This design comes from an exercise in tuning for small area and few clock cycles on the open sky130 flow, not from production work. Function was not checked in any run shown here: the RTL went through the layout flow alone. Power and IR drop assume default switching activity.

==> flow/design.v <==
`timescale 1ns / 1ps
`default_nettype none
package tpap_pkg;
    localparam int OFFSET_BITS_DEF = 16;
    localparam int CFG_IDX_W = 3;
    localparam logic [CFG_IDX_W-1:0] CFG_SESSION = 3'd0;
    localparam logic [CFG_IDX_W-1:0] CFG_STATUS  = 3'd1;
    localparam logic [CFG_IDX_W-1:0] CFG_PAYLOAD = 3'd2;
    localparam logic [CFG_IDX_W-1:0] CFG_SIZE    = 3'd3;
    localparam logic [CFG_IDX_W-1:0] CFG_NAME    = 3'd4;
    localparam logic [7:0] RST_SESSION = 8'd1;
    localparam logic [7:0] RST_STATUS  = 8'd2;
    localparam logic [7:0] RST_PAYLOAD = 8'd3;
    localparam logic [7:0] RST_SIZE    = 8'd4;
    localparam logic [7:0] RST_NAME    = 8'd5;
    localparam logic [15:0] CODE_LEN_MIN = 16'd1;
    localparam logic [15:0] SIZE_LEN_MIN = 16'd4;
    localparam logic [2:0] SIZE_BYTES = 3'd4;
    localparam int RES_TDATA_W = 120;
    typedef struct packed {
        logic [7:0] session_code;
        logic [7:0] status_code;
        logic [7:0] payload_code;
        logic [7:0] size_code;
        logic [7:0] name_code;
    } t_codes;
    typedef struct packed {
        logic        truncated;
        logic [31:0] size_value;
        logic [7:0]  status_value;
        logic [15:0] payload_length;
        logic [15:0] payload_offset;
        logic [15:0] name_offset;
        logic [15:0] session_offset;
        logic [7:0]  packet_type;
        logic [7:0]  version;
    } t_result;
endpackage
`default_nettype wire
`timescale 1ns / 1ps
`default_nettype none
module tlv_packet_attribute_parser #(
    parameter int OFFSET_BITS = tpap_pkg::OFFSET_BITS_DEF
) (
    input  wire                                i_clk,
    input  wire                                i_rst_n,
    input  wire                                i_s_tvalid,
    output logic                               o_s_tready,
    input  wire  [7:0]                         i_s_tdata,   
    input  wire                                i_s_tlast,   
    output logic                               o_m_tvalid,
    input  wire                                i_m_tready,
    output logic [tpap_pkg::RES_TDATA_W-1:0]   o_m_tdata,
    output logic [0:0]                         o_m_tuser,   
    input  wire                                i_cfg_we,
    input  wire  [tpap_pkg::CFG_IDX_W-1:0]     i_cfg_idx,
    input  wire  [7:0]                         i_cfg_wdata
);
    localparam logic [1:0] PH_ATYPE = 2'd0;
    localparam logic [1:0] PH_LENHI = 2'd1;
    localparam logic [1:0] PH_LENLO = 2'd2;
    localparam logic [1:0] PH_VALUE = 2'd3;
    tpap_pkg::t_codes  r_codes;
    tpap_pkg::t_result r_sum;        
    logic              r_vld;        
    logic [1:0]        r_phase;
    logic [15:0]       r_cnt;        
    logic [15:0]       r_start;      
    logic [15:0]       r_len;        
    logic [31:0]       r_sa;         
    logic [4:0]        r_hit;        
    logic        w_xfer;
    logic        w_last;
    logic        w_first;
    logic        w_hdr;
    logic        w_pos_max;
    logic [15:0] w_cnt_inc;
    logic [15:0] w_nval;
    logic        w_done;
    logic        w_take;
    logic        w_stop;
    logic        w_val;
    logic [31:0] w_sa;
    logic [2:0]  w_lane;
    logic [15:0] w_off;
    always_ff @(posedge i_clk) begin
        if (!i_rst_n) begin
            r_codes.session_code <= tpap_pkg::RST_SESSION;
            r_codes.status_code  <= tpap_pkg::RST_STATUS;
            r_codes.payload_code <= tpap_pkg::RST_PAYLOAD;
            r_codes.size_code    <= tpap_pkg::RST_SIZE;
            r_codes.name_code    <= tpap_pkg::RST_NAME;
        end else if (i_cfg_we) begin
            case (i_cfg_idx)
                tpap_pkg::CFG_SESSION: r_codes.session_code <= i_cfg_wdata;
                tpap_pkg::CFG_STATUS:  r_codes.status_code  <= i_cfg_wdata;
                tpap_pkg::CFG_PAYLOAD: r_codes.payload_code <= i_cfg_wdata;
                tpap_pkg::CFG_SIZE:    r_codes.size_code    <= i_cfg_wdata;
                tpap_pkg::CFG_NAME:    r_codes.name_code    <= i_cfg_wdata;
                default: ;
            endcase
        end
    end
    assign o_s_tready = !r_vld || i_m_tready;
    assign w_xfer     = i_s_tvalid && o_s_tready;
    assign w_last     = w_xfer && i_s_tlast;
    assign w_first   = (r_cnt == 16'd1);
    assign w_hdr     = (r_cnt[15:2] == 14'd0) && (r_cnt[1] ^ r_cnt[0]);
    assign w_pos_max = (r_cnt == 16'd0);
    assign w_cnt_inc = r_cnt + 16'd1;
    assign w_nval    = r_cnt - r_start;
    assign w_val     = (r_phase == PH_VALUE);
    assign w_done = (r_phase == PH_LENLO) ? ({r_len[15:8], i_s_tdata} == 16'd0) :
                    w_val && (w_nval == r_len);
    assign w_stop = !w_hdr && !r_sum.truncated &&
                    (w_pos_max || (i_s_tlast && !w_done));
    assign w_take = !w_hdr && !r_sum.truncated && !w_pos_max && w_done;
    assign w_lane = (w_nval[15:3] == 13'd0) ? w_nval[2:0] : 3'd0;
    assign w_sa   = {(w_lane == 3'd1) ? i_s_tdata : r_sa[31:24], r_sa[23:8],
                     (w_lane == 3'd4) ? i_s_tdata : r_sa[7:0]};
    assign w_off = w_first ? 16'd0 : r_start;
    always_ff @(posedge i_clk) begin
        if (!i_rst_n || w_last) begin
            r_phase <= PH_ATYPE;
            r_cnt   <= 16'd1;
        end else if (w_xfer) begin
            if (!w_pos_max) begin
                r_cnt <= w_cnt_inc;
            end
            if (!w_hdr) begin
                case (r_phase)
                    PH_ATYPE: r_phase <= PH_LENHI;
                    PH_LENHI: r_phase <= PH_LENLO;
                    default:  r_phase <= w_done ? PH_ATYPE : PH_VALUE;
                endcase
            end
        end
    end
    always_ff @(posedge i_clk) begin
        if (w_xfer) begin
            case (r_phase)
                PH_ATYPE: begin
                    r_hit <= {i_s_tdata == r_codes.session_code,
                              i_s_tdata == r_codes.status_code,
                              i_s_tdata == r_codes.payload_code,
                              i_s_tdata == r_codes.size_code,
                              i_s_tdata == r_codes.name_code};
                end
                PH_LENHI: begin
                    r_start <= w_cnt_inc;
                    r_len   <= {i_s_tdata, 8'h00};
                end
                PH_LENLO: begin
                    r_len[7:0] <= i_s_tdata;
                end
                default: begin
                    case (w_lane)
                        3'd1: r_sa[31:24] <= i_s_tdata;
                        3'd2: r_sa[23:16] <= i_s_tdata;
                        3'd3: r_sa[15:8]  <= i_s_tdata;
                        3'd4: r_sa[7:0]   <= i_s_tdata;
                        default: ;
                    endcase
                end
            endcase
        end
    end
    always_ff @(posedge i_clk) begin
        if (w_xfer) begin
            if (w_first) begin
                r_sum.version <= i_s_tdata;
            end
            if (w_hdr) begin
                r_sum.packet_type <= w_first ? 8'd0 : i_s_tdata;
            end
            if (w_first || w_stop) begin
                r_sum.truncated <= !w_first;
            end
            if (w_first || (w_take && r_hit[4])) begin
                r_sum.session_offset <= w_off;
            end
            if (w_first || (w_take && r_hit[0])) begin
                r_sum.name_offset <= w_off;
            end
            if (w_first || (w_take && r_hit[2])) begin
                r_sum.payload_offset <= w_off;
                r_sum.payload_length <= w_first ? 16'd0 : r_len;
            end
            if (w_first || (w_take && r_hit[3] && w_val)) begin
                r_sum.status_value <= w_first ? 8'd0 : w_sa[31:24];
            end
            if (w_first || (w_take && r_hit[1] && w_val && (w_nval[15:2] != 14'd0))) begin
                r_sum.size_value <= w_first ? 32'd0 : w_sa;
            end
        end
    end
    always_ff @(posedge i_clk) begin
        if (!i_rst_n) begin
            r_vld <= 1'b0;
        end else if (w_last) begin
            r_vld <= 1'b1;
        end else if (i_m_tready) begin
            r_vld <= 1'b0;
        end
    end
    assign o_m_tvalid = r_vld;
    assign o_m_tdata  = {r_sum.size_value, r_sum.status_value, r_sum.payload_length,
                         r_sum.payload_offset, r_sum.name_offset, r_sum.session_offset,
                         r_sum.packet_type, r_sum.version};
    assign o_m_tuser  = r_sum.truncated;
endmodule
`default_nettype wire
==> flow/run.sh <==
#!/bin/bash
# synth_recipe.tcl (not shown) runs the flow's synth.tcl, then flattens the netlist and writes it again
# the make line also repeats each setting of config.mk as NAME=value (left out here)
make -C /OpenROAD-flow-scripts/flow DESIGN_CONFIG=/design/flow/config.mk WORK_HOME=/design/flow/orfs CLKGATE_MAP_FILE= SYNTH_SCRIPT=/design/flow/synth_recipe.tcl finish
==> flow/config.mk <==
export PLATFORM = sky130hd
export DESIGN_NAME = tlv_packet_attribute_parser
export DESIGN_NICKNAME = tlv_packet_attribute_parser
export VERILOG_FILES = /design/flow/design.v
export SDC_FILE = /design/flow/constraint.sdc
export NUM_CORES = 4
export LEC_CHECK = 0
export CAP_MARGIN = 20
export CORE_MARGIN = 2
export CORE_UTILIZATION = 40
export SLEW_MARGIN = 20
==> flow/constraint.sdc <==
create_clock -name core_clock -period 5.0 [get_ports {i_clk}]
set_input_delay 1.0000 -clock core_clock [delete_from_list [all_inputs] [get_ports {i_clk}]]
set_output_delay 1.0000 -clock core_clock [all_outputs]
set_load 0.01 [all_outputs]
==> impl_metrics.py, run 1 <==
metrics = {
    "run_status": {
        "outcome": "finished clean",
    },
    "place": {
        "dp_worst_setup_slack_ns": 0.838,
        "io_buffers": 147,
        "gp_congestion": 0.893,
        "dpl.hpwl_um": 18800,
        "placed_cell_area_um2": 13200,
    },
    "clocking": {
        "post_cts_buffers": 0,
        "cts-root-buf": "clkbuf_16",
        "clk_pin_slew_worst_paths_ns": 0.06,
        "htreeDepth": 1,
        "cts_sinks": 249,
        "post_cts_resized": 0,
        "clkLatencyLatePin_ns": 0.55,
        "cts_buffers": 28,
        "ctsHoldBuffers": 0,
        "clock_path_buffers": 3,
        "cts_tree": "built",
    },
    "sta": {
        "fmax_mhz": 245,
        "worst_slew_pin_slew_ns": 0.876,
        "drv_slew": 0,
        "tns_ns": 0,
        "hold_viol_final": 0,
        "final-setup-viol-count": 0,
        "rsz0062_at_grt": "no",
        "fin_crit_ns": 4.08,
        "fin_ws_ns": 0.920,
        "worst_clock_skew_ns": 0.0185,
        "slew_headroom_pct": 41.4,
        "finalCritPeriodShare_pct": 81.6,
        "holdWs_ns": 0.476,
    },
    "final_layout": {
        "diodes": 0,
        "multi_input_area_um2": 4120,
        "postLayoutCoreUtil_pct": 50.8,
        "layout.nets": 1136,
        "regArea_um2": 6890,
        "drive_gt1_share_pct": 6.95,
        "design_area_um2": 14100,
        "nFillCells": 2461,
        "syn2layout_area_growth_pct": 25.3,
    },
    "worst_setup_path": {
        "crit_fanout": 32,
        "start_kind": "register",
        "worstPathRequired_ns": 5.18,
        "endpoint_kind": "register",
        "path_class": "reg2reg",
        "reg2reg_setup_slack_ns": 0.92,
        "arrival_ns": 4.26,
    },
    "floorplanning": {
        "die_h_um": 172,
        "start_util_pct": 40.5,
        "die_x_um": 172,
        "fp-row-count": 61,
        "core_area_um2": 27800,
        "io_pins": 148,
        "dieArea_um2": 29500,
    },
    "yosys": {
        "avgSynthCellArea_um2": 12.0,
        "synthesis.area_um2": 11300,
        "synthFlopType": "edfxtp_1",
        "ys_ff_latch": 249,
        "yosysSeqAreaShare_pct": 61.2,
        "synth_edf_count": 190,
        "yosys.area_share.simple_pct": 15.2,
        "synth_nets": 985,
        "synth_cell_types": 63,
        "synth_xor_area_share_pct": 7.74,
        "syn_inst": 935,
        "yosys.area_share.adder_pct": 2.84,
        "synth_top_family_by_area": "simple AND/OR/NAND/NOR gates",
        "synthMuxAreaShare_pct": 1.79,
        "async_flop_share_pct": 0,
        "yosysWarnings": 1,
        "synth_compound_area_share_pct": 8.78,
    },
    "route": {
        "viasPerCell": 5.03,
        "routed_wirelength_um": 27200,
        "drc_errors": 0,
        "dr_total_vias": 7474,
        "drt_iter0_drc": 422,
        "detail-route-antenna-nets": 0,
        "wl_per_cell_um": 18.3,
        "dr.pass1.iters": 4,
    },
    "power_and_ir_drop": {
        "total_leakage_power_nw": 5.05,
        "powerDensity_nw_per_um2": 366,
        "max-vdd-ir-drop_v": 0.000221,
    },
    "grt": {
        "grt_pass1_wl_um": 41600,
        "grt_pass1_vias": 7380,
        "use_met3_pct": 2.97,
        "antenna_found_initial": 0,
        "use_met1_pct": 25.3,
        "gr-usage-all-layers_pct": 18.3,
        "overflow": 0,
        "top_usage_layer": "met2",
        "grt_max_degree": 61,
        "gr-usage-met2_pct": 30.5,
    },
    "flow_run": {
        "maxCapViolations": 0,
    },
    "min_path": {
        "hp-class": "reg2reg",
    },
}
kinds of logic after synthesis:
logic type / after synthesis
AO/OA/AOI/OAI: 142
XOR/XNOR: 98
adder cells (fa/ha/maj): 25
buffers and inverters: 69
flip-flops: 249
multiplexers: 17
AND/OR/NAND/NOR: 335
worst max-delay path, cell delays in order (launching register included):
cell	delay, ns
dfxtp_1	0.45
ha_1	0.41
a211o_1	0.40
nand2b_1	0.21
o2111a_1	0.24
a211oi_1	0.46
xnor2_1	0.18
nand2_1	0.09
o31ai_1	0.45
and3_1	0.28
a21o_1	0.13
buf_4	0.41
sequential cells by signal (all words and copies together) (netlist names):
register and count:
r_sa 32, r_hit 5, r_vld 1, r_cnt 16, r_phase 2, r_codes 40, r_sum 121, r_len 16
r_start 16
routing by layer:
metal	share of wire (%)	up-vias	wire, um
met1	47	3606	12700
met2	46	204	12600
met4	1.4	0	372
met3	5.8	30	1570
li1	-	3634	-
met5	0	-	0
through the flow:
step | cells | total power, mW
global route | 1486 | 5.37
detailed placement | 1434 | 3.17
CTS | 1486 | 5.22
global placement | 1434 | 3.16
floorplan | 935 | 2.79
finish | 1486 | 5.17
placed cells by master, fill, tap and decap left out, types with 10 or more instances in the layout:
cell and count:
a21boi_0 34, a21oi_1 42, a31o_1 10, and2_1 63, and3_1 12, buf_4 20, clkbuf_16 28, clkdlybuf4s50_1 147
dfxtp_1 59, edfxtp_1 190, ha_1 24, inv_1 23, mux2_1 10, nand2_1 123, nand3_1 19, nand4_1 15
nor2_1 36, nor2b_1 15, nor3_1 11, o21ai_0 11, xnor2_1 69, xor2_1 28
worst paths after layout:
path | end | cells past startpoint | start
max | r_sum[63] | 11 | r_cnt[6]
min | r_codes[20] | 2 | r_codes[20]
max reg2reg | r_sum[63] | 11 | r_cnt[6]
min reg2reg | r_codes[20] | 2 | r_codes[20]
synthesized netlist by cell type, types with 2 or more instances:
| library cell | n | share of area (%) |
|---|---|---|
| mux2_2 | 3 | 0.30 |
| buf_4 | 2 | 0.13 |
| o2111ai_1 | 2 | 0.16 |
| a21boi_0 | 34 | 2.3 |
| edfxtp_1 | 190 | 51 |
| buf_2 | 3 | 0.13 |
| a211oi_1 | 3 | 0.20 |
| or3_1 | 9 | 0.50 |
| nor3_1 | 11 | 0.49 |
| nand2b_1 | 4 | 0.22 |
| o21ai_1 | 5 | 0.22 |
| xor2_1 | 28 | 2.2 |
| clkbuf_1 | 39 | 1.3 |
| nand3_1 | 19 | 0.84 |
| mux2_4 | 3 | 0.40 |
| inv_1 | 23 | 0.77 |
| nor2b_1 | 15 | 0.83 |
| xnor2_1 | 69 | 5.4 |
| nor4_1 | 9 | 0.50 |
| o211a_1 | 3 | 0.27 |
| o21a_1 | 3 | 0.20 |
| a31o_1 | 10 | 0.78 |
| nor4b_1 | 4 | 0.31 |
| and2_1 | 63 | 3.5 |
| ha_1 | 24 | 2.7 |
| a31oi_1 | 3 | 0.17 |
| a21o_1 | 7 | 0.47 |
| and4_1 | 3 | 0.23 |
| nand2_1 | 123 | 4.1 |
| nor2_1 | 36 | 1.2 |
| mux2_1 | 10 | 1.0 |
| dfxtp_1 | 59 | 10 |
| o211ai_1 | 7 | 0.47 |
| nand4_1 | 15 | 0.83 |
| or2_2 | 3 | 0.17 |
| and3_1 | 12 | 0.67 |
| a21oi_1 | 42 | 1.9 |
| a211o_1 | 2 | 0.16 |
| o21ai_0 | 11 | 0.49 |
area by class of cell:
class | count | area share, %
clock buffers | 37 | 5.20
clock inverters | 15 | 1.39
inverters | 23 | 0.612
multi-input cells | 617 | 29.2
flip-flops and latches | 249 | 48.8
well taps | 378 | 3.35
repair buffers | 167 | 11.5
power by group:
part	internal, mW	switching [mW]	leakage [nW]	total (mW)
Sequential	2.40	0.0565	2.32	2.46
Clock	1.24	0.811	0.449	2.05
Combinational	0.305	0.354	2.29	0.660
==> inputs of run 2 (changes only) <==
--- a/flow/config.mk
+++ b/flow/config.mk
@@ -7,5 +7,7 @@
 export LEC_CHECK = 0
+export ABC_AREA = 1
 export CAP_MARGIN = 20
 export CORE_MARGIN = 2
-export CORE_UTILIZATION = 40
+export CORE_UTILIZATION = 60
+export CTS_BUF_LIST = sky130_fd_sc_hd__clkbuf_2 sky130_fd_sc_hd__clkbuf_4
 export SLEW_MARGIN = 20
==> run 2 against run 1 <==
Still clean on timing, DRC and antenna; worst hold slack better by 0.017 ns; largest cell class unchanged; highest routed layer unchanged; register-to-register slack better by 0.39 ns; maximum frequency up 11%.
==> impl_metrics.py, run 2 <==
metrics = {
    "run_status": {
        "outcome": "finished clean",
    },
    "place": {
        "io_buffers": 147,
        "gp_congestion": 0.928,
        "placed_cell_area_um2": 13100,
        "dpl.hpwl_um": 19400,
    },
    "worst_setup_path": {
        "arrival_ns": 3.97,
        "crit_fanout": 16,
        "start_kind": "register",
        "endpoint_kind": "register",
        "worstPathRequired_ns": 5.28,
        "path_class": "reg2reg",
    },
    "final_layout": {
        "layout.nets": 1409,
        "drive_gt1_share_pct": 11.2,
        "nFillCells": 1381,
        "design_area_um2": 14000,
        "syn2layout_area_growth_pct": 22.9,
        "final_cell_mix": "nand2_1, nor2_1, edfxtp_1",
        "reg_top3": "r_sum x121, r_codes x40, r_sa x32",
        "multi_input_area_um2": 3720,
        "regArea_um2": 6890,
        "final_common_cell": "nand2_1",
        "top_register": "r_sum",
        "largest_reg_flops": 121,
        "postLayoutCoreUtil_pct": 74.8,
    },
    "clocking": {
        "htreeDepth": 2,
        "clk_pin_slew_worst_paths_ns": 0.07,
        "post_cts_resized": 0,
        "cts_tree": "built",
        "ctsHoldBuffers": 0,
        "clock_path_buffers": 3,
        "cts_buffers": 60,
        "cts-root-buf": "clkbuf_4",
        "cts_sinks": 249,
        "clkLatencyLatePin_ns": 0.68,
        "post_cts_buffers": 0,
    },
    "yosys": {
        "synthesis.area_um2": 11400,
        "syn_inst": 1161,
        "avgSynthCellArea_um2": 9.78,
        "async_flop_share_pct": 0,
        "yosysSeqAreaShare_pct": 60.7,
        "yosysTopAreaCell": "edfxtp_1",
        "synth_top_cell_area_share_pct": 50.2,
        "synth_edf_count": 190,
        "ys_top_cells_by_area": "edfxtp_1, dfxtp_1, nand2_1, nor2_1, inv_1",
        "ys_ff_latch": 249,
        "synth_cell_types": 41,
        "synthTopCellsByCount": "nand2_1, nor2_1, edfxtp_1, inv_1, nand3_1",
        "synthFlopType": "edfxtp_1",
        "synth_nets": 1211,
        "yosysWarnings": 1,
    },
    "route": {
        "viasPerCell": 5.31,
        "wl_per_cell_um": 16.5,
        "drc_errors": 0,
        "drt_iter0_drc": 661,
        "detail-route-antenna-nets": 0,
        "routed_wirelength_um": 27200,
        "dr.pass1.iters": 5,
        "dr_total_vias": 8728,
    },
    "min_path": {
        "hp-class": "reg2reg",
    },
    "flow_run": {
        "maxCapViolations": 0,
    },
    "grt": {
        "gr-usage-all-layers_pct": 27.4,
        "antenna_found_initial": 1,
        "grt_max_degree": 57,
        "grt_pass1_wl_um": 42500,
        "overflow": 0,
        "grt_pass1_vias": 8194,
    },
    "floorplanning": {
        "start_util_pct": 60.9,
        "die_h_um": 142,
        "die_x_um": 142,
        "fp-row-count": 50,
        "io_pins": 148,
        "core_area_um2": 18600,
        "dieArea_um2": 20000,
    },
    "sta": {
        "slew_headroom_pct": 28.6,
        "final-setup-viol-count": 0,
        "fin_crit_ns": 3.69,
        "rsz0062_at_grt": "no",
        "tns_ns": 0,
        "finalCritPeriodShare_pct": 73.8,
        "worst_slew_pin_slew_ns": 1.07,
        "hold_viol_final": 0,
        "fmax_mhz": 271,
        "worst_clock_skew_ns": 0.0342,
        "drv_slew": 0,
    },
    "power_and_ir_drop": {
        "powerDensity_nw_per_um2": 338,
        "finalPower_mw": 4.72,
        "max-vdd-ir-drop_v": 0.000246,
        "total_leakage_power_nw": 5.94,
    },
}
run 2: changes by cell type after synthesis, sizes merged, moves of 16 or more:
cell / delta
nor2: +165
inv: +148
nand2: +82
and2: -62
nand3: +60
a21boi: -34
xnor2: -33
o21ai: +29
nand4: +28
clkbuf: -22
mux2: -16
run 2: per-layer routing:
metal	GRT usage (%)	vias to the layer above	routed length [um]
li1	-	4264	-
met3	5.80	54	2210
met4	8.63	0	622
met2	42.5	364	12000
met1	39.2	4046	12300
met5	0	-	0
run 2: final timing paths:
path	slack, ns	start	to	cells after the start
worst max-delay path	1.31	r_cnt[0]	r_sum[43]	18
worst min-delay path	0.49	r_codes[2]	r_codes[2]	2
worst max register to register	1.31	r_cnt[0]	r_sum[43]	18
worst min register to register	0.49	r_codes[2]	r_codes[2]	2
run 2: critical path, cell delays in order, from the launching register on:
cell and delay (ns):
dfxtp_1 0.40, inv_1 0.12, ha_1 0.23, fa_1 0.40, inv_1 0.11, nand3_1 0.11, nand2_1 0.13, nand3_1 0.10
nand3_1 0.08, nand2_1 0.06, nand2_1 0.11, nor2_1 0.06, nor2_1 0.10, nand2_1 0.05, nor2_1 0.08, nand3_1 0.14
nand2_1 0.21, nand4_1 0.11, nand2_1 0.70
run 2: final cells by class:
| type | instances | area share (%) |
|---|---|---|
| Multi-Input combinational cell | 712 | 26.6 |
| Clock buffer | 95 | 5.11 |
| Inverter | 173 | 4.65 |
| Antenna cell | 1 | 0.0179 |
| Clock inverter | 18 | 0.726 |
| Sequential cell | 249 | 49.4 |
| Tap cell | 234 | 2.10 |
| Timing Repair Buffer | 163 | 11.4 |
run 2: cell families after synthesis:
logic type	after synthesis	synth area share [%]
AOI/OAI and AO/OA	81	3.88
adders and majority gates	25	2.82
xor gates and xnor gates	54	4.17
buffers and inverters	200	6.75
DFF	249	60.7
and+or+nand+nor	552	21.7
run 2: where the power goes:
group | internal (mW) | switching, mW | leakage [nW] | total, mW
registers | 2.33 | 0.0439 | 2.22 | 2.38
clock network | 0.917 | 0.783 | 0.488 | 1.70
logic | 0.227 | 0.415 | 3.23 | 0.643
total | 3.48 | 1.24 | 5.94 | 4.72
run 2: metrics by stage:
| stage | setup slack [ns] | std cells | hold WS [ns] |
|---|---|---|---|
| final | 1.31 | 1645 | 0.493 |
| after global routing | 0.922 | 1645 | 0.513 |
| after CTS | 1.29 | 1644 | 0.491 |
| after detailed placement | 1.32 | 1531 | 0.473 |
| after global placement | 1.53 | 1531 | 0.460 |
| after floorplan | 1.72 | 1161 | 0.450 |
==> inputs of run 3 (changes only) <==
==> flow/flow/run.sh (new file) <==
#!/bin/bash
# Standard layout, with plain buf_1 cells as the port buffers and no dummy
# loads in the clock tree. make's full output goes to make_finish.log here.
set -euo pipefail
export BUFFER_PORTS_ARGS="-buffer_cell sky130_fd_sc_hd__buf_1"
export CTS_ARGS="-sink_clustering_enable -repair_clock_nets -dont_use_dummy_load"
bash standard.sh finish > make_finish.log 2>&1
==> flow/standard.sh (new file) <==
#!/bin/bash
# synth_recipe.tcl (not shown) runs the flow's synth.tcl, then flattens the netlist and writes it again
# the make line also repeats each setting of config.mk as NAME=value (left out here)
make -C /OpenROAD-flow-scripts/flow DESIGN_CONFIG=/design/flow/config.mk WORK_HOME=/design/flow/orfs CLKGATE_MAP_FILE= SYNTH_SCRIPT=/design/flow/synth_recipe.tcl "${@:-finish}"
--- a/flow/config.mk
+++ b/flow/config.mk
@@ -7,7 +7,5 @@
 export LEC_CHECK = 0
-export ABC_AREA = 1
 export CAP_MARGIN = 20
 export CORE_MARGIN = 2
-export CORE_UTILIZATION = 60
-export CTS_BUF_LIST = sky130_fd_sc_hd__clkbuf_2 sky130_fd_sc_hd__clkbuf_4
+export CORE_UTILIZATION = 40
 export SLEW_MARGIN = 20
removed: flow/run.sh
==> run 3 against run 2 <==
Still clean on timing, DRC and antenna; synthesized area fell by 0.83%; largest cell class unchanged; non-clock buffer count up 1; first-iteration DRC count fell by 29%; cell count shrank 11%; global-route usage decreased by 9.8 points; clock power down 5%; clock skew up 0.021 ns; wire length fell by 4.6%; sequential power grew 3%; via count fell by 15%.
==> impl_metrics.py, run 3 <==
metrics = {
    "sta": {
        "worst_clock_skew_ns": 0.0556,
        "finalCritPeriodShare_pct": 84.6,
        "fin_crit_ns": 4.23,
        "fmax_mhz": 237,
        "tns_ns": 0,
        "holdWs_ns": 0.475,
        "rsz0062_at_grt": "no",
        "drv_slew": 0,
        "worst_slew_pin_slew_ns": 1.06,
        "fin_ws_ns": 0.772,
        "slew_headroom_pct": 28.8,
        "hold_viol_final": 0,
        "final-setup-viol-count": 0,
    },
    "yosys": {
        "async_flop_share_pct": 0,
        "synth_edf_count": 190,
        "yosysTopAreaCell": "edfxtp_1",
        "yosysSeqAreaShare_pct": 61.2,
        "synth_top_cell_area_share_pct": 50.7,
        "synth_cell_types": 63,
        "yosysWarnings": 1,
        "ys_ff_latch": 249,
        "synth_nets": 985,
        "avgSynthCellArea_um2": 12.0,
        "synthFlopType": "edfxtp_1",
        "synthMostInstantiatedCell": "edfxtp_1",
        "ys_top_cells_by_area": "edfxtp_1, dfxtp_1, xnor2_1, nand2_1, and2_1",
        "syn_inst": 935,
        "synthesis.area_um2": 11300,
        "synthTopCellsByCount": "edfxtp_1, nand2_1, xnor2_1, and2_1, dfxtp_1",
    },
    "final_layout": {
        "layout.nets": 1131,
        "nFillCells": 2585,
        "regArea_um2": 6890,
        "final_common_cell": "edfxtp_1",
        "diodes": 0,
        "final_cell_mix": "edfxtp_1, buf_1, nand2_1",
        "syn2layout_area_growth_pct": 14.5,
        "largest_reg_flops": 121,
        "top_register": "r_sum",
        "final_cells": 1457,
        "multi_input_area_um2": 4120,
        "reg_top3": "r_sum x121, r_codes x40, r_sa x32",
        "design_area_um2": 12900,
        "drive_gt1_share_pct": 5.84,
        "postLayoutCoreUtil_pct": 46.4,
    },
    "place": {
        "dp_cells": 1431,
        "dpl.hpwl_um": 17800,
        "placed_cell_area_um2": 12200,
        "io_buffers": 147,
        "gp_congestion": 0.897,
        "dp_worst_setup_slack_ns": 0.781,
    },
    "power_and_ir_drop": {
        "max-vdd-ir-drop_v": 0.000233,
        "p_sw_mw": 1.11,
        "p_sw_share_pct": 24.2,
        "powerDensity_nw_per_um2": 355,
        "finalPower_mw": 4.57,
        "seqPwrFrac_pct": 53.7,
        "pwr-share-clk_pct": 35.2,
        "pwr-share-comb_pct": 11.1,
        "total_leakage_power_nw": 4.52,
        "p_int_mw": 3.46,
    },
    "route": {
        "viasPerCell": 5.07,
        "dr.pass1.iters": 5,
        "dr_total_vias": 7394,
        "drt_iter0_drc": 469,
        "detail-route-antenna-nets": 0,
        "routed_wirelength_um": 25900,
        "wl_per_cell_um": 17.8,
        "drc_errors": 0,
    },
    "grt": {
        "overflow": 0,
        "antenna_found_initial": 0,
        "grt_max_degree": 61,
        "grt_pass1_wl_um": 40100,
        "gr-usage-all-layers_pct": 17.6,
        "grt_pass1_vias": 7053,
    },
    "worst_setup_path": {
        "crit_buf_inv": 0,
        "endpoint_kind": "register",
        "r2r_start": "r_cnt[6]",
        "arrival_ns": 4.36,
        "slowest_delay_ns": 0.67,
        "cp_top_family": "compound AO/OA/AOI/OAI gates",
        "path_class": "reg2reg",
        "cp.depth": 10,
        "worstPathRequired_ns": 5.13,
        "rr_worst_depth": 10,
        "crit_fanout": 16,
        "start_kind": "register",
        "r2r_end": "r_sum[32]",
        "crit_chain": "ha_1, a211o_1, nand2b_1, o2111a_1, a211oi_1, xnor2_1, nand2_1, o31ai_1, and3_1, a21o_1",
        "reg2reg_setup_slack_ns": 0.77,
        "cp_slowest_cell": "a21o_1",
    },
    "run_status": {
        "outcome": "finished clean",
    },
    "floorplanning": {
        "start_util_pct": 40.5,
        "die_h_um": 172,
        "dieArea_um2": 29500,
        "die_x_um": 172,
        "core_area_um2": 27800,
        "fp-row-count": 61,
        "io_pins": 148,
    },
    "min_path": {
        "hold_path.startpoint": "r_codes[35]",
        "whs_path_depth": 2,
        "hold_end": "r_codes[35]",
        "hp-class": "reg2reg",
    },
    "clocking": {
        "cts-root-buf": "clkbuf_16",
        "cts_sinks": 249,
        "htreeDepth": 1,
        "cts_buffers": 26,
        "clkLatencyLatePin_ns": 0.54,
        "post_cts_buffers": 0,
        "clk_pin_slew_worst_paths_ns": 0.06,
        "clock_path_buffers": 3,
        "cts_tree": "built",
        "post_cts_resized": 0,
        "ctsHoldBuffers": 0,
    },
    "flow_run": {
        "maxCapViolations": 0,
    },
}
## run 3: cell types whose count changed in the layout (fill, tap and decap cells not counted), moves of 26 or more
cell and change:
nor2_1 -158, buf_1 +147, clkdlybuf4s50_1 -147, inv_1 -142
clkbuf_4 -95, nand2_1 -73, and2_1 +61, nand3_1 -54
a21boi_0 +34, o21ai_0 -34, xnor2_1 +33, nand4_1 -28
clkbuf_16 +26
## run 3: worst max-delay path by stage
stage	startpoint	end	slack [ns]
5_1_grt	r_cnt[0]	r_sum[47]	0.40
3_5_place_dp	r_cnt[0]	r_sum[32]	0.78
3_3_place_gp	r_cnt[0]	r_sum[32]	0.82
6_report	r_cnt[6]	r_sum[32]	0.77
4_1_cts	r_cnt[6]	r_sum[38]	0.80
2_1_floorplan	r_cnt[0]	r_sum[100]	1.13
## run 3: cells by family after synthesis
group,share of synthesized area [%]
AOI/OAI and AO/OA,8.78
xor gates and xnor gates,7.74
adders and majority gates,2.84
buffers and inverters,2.47
DFF,61.2
muxes,1.79
and+or+nand+nor,15.2
## run 3: area by class of cell
class	count	share of cell area (%)
clock buffers	26	5.05
inverters	23	0.670
multi-input cells	617	31.9
flip-flops and latches	249	53.4
well taps	378	3.67
repair buffers	164	5.27
## run 3: routing by layer
metal	part of all wire, %	GRT usage [%]	routed length (um)	up-vias
li1	-	-	-	3586
met1	48	25.5	12400	3545
met2	45	28.0	11600	222
met3	5.6	2.55	1450	41
met4	1.9	4.02	504	0
met5	0	0	0	-
## run 3: worst register-to-register path, stage by stage, from the launching register on
cell and delay, ns:
dfxtp_1 0.46, ha_1 0.40, a211o_1 0.40, nand2b_1 0.22
o2111a_1 0.25, a211oi_1 0.43, xnor2_1 0.17, nand2_1 0.10
o31ai_1 0.44, and3_1 0.28, a21o_1 0.67
## run 3: power groups by stage
stage / logic, mW / registers, mW / clock network [mW]
finish: 0.506 / 2.46 / 1.61
global route: 0.567 / 2.47 / 1.72
CTS: 0.512 / 2.46 / 1.64
detailed placement: 0.511 / 2.50 / 0
global placement: 0.508 / 2.50 / 0
floorplan: 0.245 / 2.55 / 0
==> inputs of run 4 (changes only) <==
--- a/flow/design.v
+++ b/flow/design.v
@@ -84,2 +84,4 @@
     logic [2:0]  w_lane;
+    logic        w_clr;
+    logic [7:0]  w_bz;
     logic [15:0] w_off;
@@ -109,4 +111,14 @@
     assign w_pos_max = (r_cnt == 16'd0);
-    assign w_cnt_inc = r_cnt + 16'd1;
-    assign w_nval    = r_cnt - r_start;
+    always_comb begin
+        logic c;
+        logic b;
+        c = 1'b1;
+        b = 1'b0;
+        for (int i = 0; i < 16; i++) begin
+            w_cnt_inc[i] = r_cnt[i] ^ c;
+            c            = r_cnt[i] & c;
+            w_nval[i]    = r_cnt[i] ^ r_start[i] ^ b;
+            b            = (!r_cnt[i] && r_start[i]) || (!(r_cnt[i] ^ r_start[i]) && b);
+        end
+    end
     assign w_val     = (r_phase == PH_VALUE);
@@ -117,3 +129,3 @@
     assign w_take = !w_hdr && !r_sum.truncated && !w_pos_max && w_done;
-    assign w_lane = (w_nval[15:3] == 13'd0) ? w_nval[2:0] : 3'd0;
+    assign w_lane = (w_val && w_nval[15:3] == 13'd0) ? w_nval[2:0] : 3'd0;
     assign w_sa   = {(w_lane == 3'd1) ? i_s_tdata : r_sa[31:24], r_sa[23:8],
@@ -121,2 +133,24 @@
     assign w_off = w_first ? 16'd0 : r_start;
+    assign w_clr = !i_rst_n || w_last;
+    assign w_bz  = w_clr ? 8'd0 : i_s_tdata;
+    always_ff @(posedge i_clk) begin
+        if (w_clr || (w_xfer && r_phase == PH_LENHI)) begin
+            r_len[15:8] <= w_bz;
+        end
+        if (w_clr || (w_xfer && r_phase == PH_LENLO)) begin
+            r_len[7:0] <= w_bz;
+        end
+        if (w_clr || (w_xfer && w_lane == 3'd1)) begin
+            r_sa[31:24] <= w_bz;
+        end
+        if (w_clr || (w_xfer && w_lane == 3'd2)) begin
+            r_sa[23:16] <= w_bz;
+        end
+        if (w_clr || (w_xfer && w_lane == 3'd3)) begin
+            r_sa[15:8] <= w_bz;
+        end
+        if (w_clr || (w_xfer && w_lane == 3'd4)) begin
+            r_sa[7:0] <= w_bz;
+        end
+    end
     always_ff @(posedge i_clk) begin
@@ -150,16 +184,4 @@
                     r_start <= w_cnt_inc;
-                    r_len   <= {i_s_tdata, 8'h00};
                 end
-                PH_LENLO: begin
-                    r_len[7:0] <= i_s_tdata;
-                end
-                default: begin
-                    case (w_lane)
-                        3'd1: r_sa[31:24] <= i_s_tdata;
-                        3'd2: r_sa[23:16] <= i_s_tdata;
-                        3'd3: r_sa[15:8]  <= i_s_tdata;
-                        3'd4: r_sa[7:0]   <= i_s_tdata;
-                        default: ;
-                    endcase
-                end
+                default: ;
             endcase
@@ -186,9 +208,10 @@
                 r_sum.payload_offset <= w_off;
-                r_sum.payload_length <= w_first ? 16'd0 : r_len;
+                r_sum.payload_length <= {r_len[15:8],
+                                         (r_phase == PH_LENLO) ? 8'd0 : r_len[7:0]};
             end
             if (w_first || (w_take && r_hit[3] && w_val)) begin
-                r_sum.status_value <= w_first ? 8'd0 : w_sa[31:24];
+                r_sum.status_value <= w_sa[31:24];
             end
             if (w_first || (w_take && r_hit[1] && w_val && (w_nval[15:2] != 14'd0))) begin
-                r_sum.size_value <= w_first ? 32'd0 : w_sa;
+                r_sum.size_value <= w_sa;
             end
==> flow/flow/run.sh (replaced) <==
#!/bin/bash
# Standard layout, with plain buf_1 cells as the port buffers and a clock
# tree of small buffers without dummy loads. make's full output goes to
# make_finish.log here.
set -euo pipefail
export BUFFER_PORTS_ARGS="-buffer_cell sky130_fd_sc_hd__buf_1"
export CTS_ARGS="-sink_clustering_enable -repair_clock_nets -dont_use_dummy_load -buf_list {sky130_fd_sc_hd__clkbuf_4 sky130_fd_sc_hd__clkbuf_8} -sink_clustering_size 12 -sink_clustering_max_diameter 60"
bash standard.sh finish > make_finish.log 2>&1
==> run 4 against run 3 <==
Clock skew shrank 0.012 ns; critical path depth rose by 16; maximum frequency down 41%; utilization up 2.6 points; now fails the layout checks on setup timing; sequential power is 2% higher; worst hold slack worse by 0.055 ns; first-iteration DRC count down 20%; combinational power increased by 16%.
==> impl_metrics.py, run 4 <==
metrics = {
    "flow_run": {
        "maxCapViolations": 0,
    },
    "final_layout": {
        "diodes": 0,
        "largest_reg_flops": 121,
        "syn2layout_area_growth_pct": 20.3,
        "final_common_cell": "edfxtp_1",
        "final_cell_mix": "edfxtp_1, buf_1, nand2_1",
        "reg_top3": "r_sum x121, r_codes x40, r_sa x32",
        "layout.nets": 975,
        "top_register": "r_sum",
        "drive_gt1_share_pct": 15.3,
    },
    "sta": {
        "drv_slew": 0,
        "fin_ws_ns": -2.11,
        "worst_slew_pin_slew_ns": 0.865,
        "fin_crit_ns": 7.11,
        "rsz0062_at_grt": "yes",
        "slew_headroom_pct": 42.2,
        "worst_clock_skew_ns": 0.0431,
        "fmax_mhz": 141,
        "finalCritPeriodShare_pct": 142,
        "final-setup-viol-count": 163,
        "hold_viol_final": 0,
    },
    "power_and_ir_drop": {
        "p_sw_share_pct": 25.3,
        "total_leakage_power_nw": 4.24,
        "max-vdd-ir-drop_v": 0.000166,
        "seqPwrFrac_pct": 60.2,
        "pwr-share-clk_pct": 25.6,
        "pwr-share-comb_pct": 14.1,
        "p_int_mw": 3.11,
        "p_sw_mw": 1.06,
        "powerDensity_nw_per_um2": 349,
        "finalPower_mw": 4.17,
    },
    "worst_setup_path": {
        "start_kind": "register",
        "worstPathRequired_ns": 5.28,
        "cp_top_family": "adder cells",
        "slowest_delay_ns": 0.55,
        "worst_path_most_repeated_cell": "fa_2",
        "arrival_ns": 7.39,
        "crit_buf_inv": 5,
        "endpoint_kind": "register",
        "r2r_start": "r_cnt[0]",
        "cp_slowest_cell": "fa_2",
        "crit_fanout": 8,
        "startpoint": "r_cnt[0]",
        "path_class": "reg2reg",
    },
    "grt": {
        "grt_pass1_wl_um": 35200,
        "grt_pass1_vias": 6070,
        "gr-usage-all-layers_pct": 17.8,
        "grt_max_degree": 52,
        "overflow": 0,
        "antenna_found_initial": 0,
    },
    "route": {
        "drc_errors": 0,
        "dr_total_vias": 6093,
        "dr.pass1.iters": 5,
        "viasPerCell": 4.91,
        "detail-route-antenna-nets": 0,
        "wl_per_cell_um": 18.7,
        "routed_wirelength_um": 23200,
        "drt_iter0_drc": 375,
    },
    "yosys": {
        "ys_top_cells_by_area": "edfxtp_1, dfxtp_1, xnor2_1, nand2_1, fa_1",
        "synthMostInstantiatedCell": "edfxtp_1",
        "async_flop_share_pct": 0,
        "synthesis.area_um2": 9950,
        "synth_nets": 772,
        "synth_top_cell_area_share_pct": 57.4,
        "yosysWarnings": 1,
        "yosysSeqAreaShare_pct": 69.2,
        "synthTopCellsByCount": "edfxtp_1, nand2_1, dfxtp_1, xnor2_1, a21boi_0",
        "avgSynthCellArea_um2": 13.9,
        "syn_inst": 716,
        "ys_ff_latch": 249,
        "synth_cell_types": 44,
        "synth_edf_count": 190,
        "synthFlopType": "edfxtp_1",
        "yosysTopAreaCell": "edfxtp_1",
    },
    "clocking": {
        "cts-root-buf": "clkbuf_8",
        "clock_path_buffers": 3,
        "cts_buffers": 25,
        "clkLatencyLatePin_ns": 0.55,
        "cts_tree": "built",
        "ctsHoldBuffers": 0,
        "clk_pin_slew_worst_paths_ns": 0.08,
        "htreeDepth": 1,
        "cts_sinks": 249,
    },
    "floorplanning": {
        "dieArea_um2": 26100,
        "io_pins": 148,
        "fp-row-count": 57,
        "start_util_pct": 40.8,
        "core_area_um2": 24400,
        "die_h_um": 162,
        "die_x_um": 162,
    },
    "run_status": {
        "outcome": "finished with violations",
        "failed_checks": "setup timing",
    },
    "place": {
        "dpl.hpwl_um": 15800,
        "gp_congestion": 0.822,
        "dp_worst_setup_slack_ns": -2.13,
        "io_buffers": 147,
    },
    "min_path": {
        "hp-class": "reg2reg",
        "hold_path.startpoint": "r_sa[11]",
    },
}
run 4: path summary, 6_finish.rpt:
check | endpoint | slack, ns | depth (start not counted)
max | r_sum[75] | -2.11 | 26
min | r_sum[99] | 0.42 | 0
max reg2reg | r_sum[75] | -2.11 | 26
min reg2reg | r_sum[99] | 0.42 | 0
run 4: layout make-up:
class	count	area, um2
sequential	249	6890
multi-input combinational	421	3100
fill	2224	12400
inverter	18	67.6
tap	324	405
timing repair buffer	204	1150
clock buffer	25	344
run 4: what timing repair did:
action | CTS | global route
pin swaps | 3 | 5
endpoints found under the setup margin | 163 | 163
setup buffers | 15 | 5
gates resized for setup | 8 | 18
gates cloned | 5 | 0
run 4: power by group through the flow:
stage | sequential (mW) | clock [mW] | combinational [mW]
2_1_floorplan | 2.60 | 0 | 0.246
3_3_place_gp | 2.56 | 0 | 0.536
3_5_place_dp | 2.56 | 0 | 0.542
4_1_cts | 2.51 | 1.11 | 0.607
5_1_grt | 2.53 | 1.18 | 0.642
6_report | 2.51 | 1.07 | 0.589
run 4: worst register-to-register path, stage by stage, from the launching register on:
cell and delay, ns:
dfxtp_2 0.33, inv_2 0.08, ha_4 0.13, fa_2 0.18, inv_2 0.04, fa_2 0.34, fa_2 0.36, fa_2 0.35
fa_2 0.34, fa_2 0.34, fa_2 0.34, fa_2 0.34, fa_2 0.34, fa_2 0.34, fa_2 0.34, fa_2 0.35
fa_2 0.35, fa_2 0.55, xnor2_1 0.12, nand4_1 0.11, nor2_2 0.15, a31oi_2 0.13, nor3b_2 0.19, buf_4 0.15
a21o_4 0.13, buf_12 0.12, bufbuf_16 0.26
run 4: per-stage QoR:
step	hold WS [ns]	area, um2	setup TNS (ns)	utilization (%)	instances
2_1_floorplan	0.400	10100	-293.18	-	716
3_3_place_gp	0.403	11300	-307.90	46.3	1197
3_5_place_dp	0.405	11300	-325.09	46.3	1197
4_1_cts	0.423	12000	-325.68	49.0	1242
5_1_grt	0.434	12000	-354.77	49.1	1241
6_report	0.419	12000	-323.60	49.1	1241
run 4: cells by family (layout without fill, tap and decap cells):
group           after synthesis  count (layout)  synth area share [%]
compound gates               80              81                  5.18
xor+xnor                     61              61                  5.45
fa+ha+maj                    31              31                  4.96
buf+inv                      47             247                  2.05
flops                       249             249                  69.2
mux                          18              18                  2.01
simple gates                230             230                  11.1
run 4: metal layers:
metal	global-route usage (%)	part of all wire, %	wire, um	vias to the layer above
li1	-	-	-	2921
met3	3.29	6.1	1420	37
met5	0	0	0	-
met2	28.9	47	10900	177
met4	4.47	2.2	508	0
met1	25.1	45	10300	2958

## afterwards: timing with drivers on the ports
Ports are ideal in the flow. The routed layouts listed here were re-timed in OpenROAD.
Step 1 sets driving cells, clkbuf_16 on the clock port and buf_2 on the other inputs (assumed; they add their load-dependent delay and slew).
Step 2 times the ports against the registers' clock, not the clock port: input delays grow and output delays shrink by t, the midpoint of the rising clock arrivals with the driver on.
a / b / c = no drivers / after step 1 / after step 2; a / b = the first two.
| run | shift t [ns] | slack for setup (ns) | clock arrival spread, ns | worst register clock-pin slew, ns | cell pins on the clock port's net |
|---|---|---|---|---|---|
| run 1 | 0.589 | 0.920 / 0.920 / 0.807 | 0.019 / 0.019 | 0.06 / 0.06 | 1 |
| run 2 | 0.708 | 1.309 / 1.309 / 1.309 | 0.034 / 0.034 | 0.08 / 0.08 | 1 |
| run 3 | 0.554 | 0.772 / 0.772 / 0.772 | 0.056 / 0.056 | 0.06 / 0.06 | 1 |
| run 4 | 0.574 | -2.111 / -2.111 / -2.111 | 0.043 / 0.043 | 0.08 / 0.08 | 1 |
For run 1, which loses most, drivers alone change the setup slack by 0.000 ns; drivers and shift together by -0.113 ns.
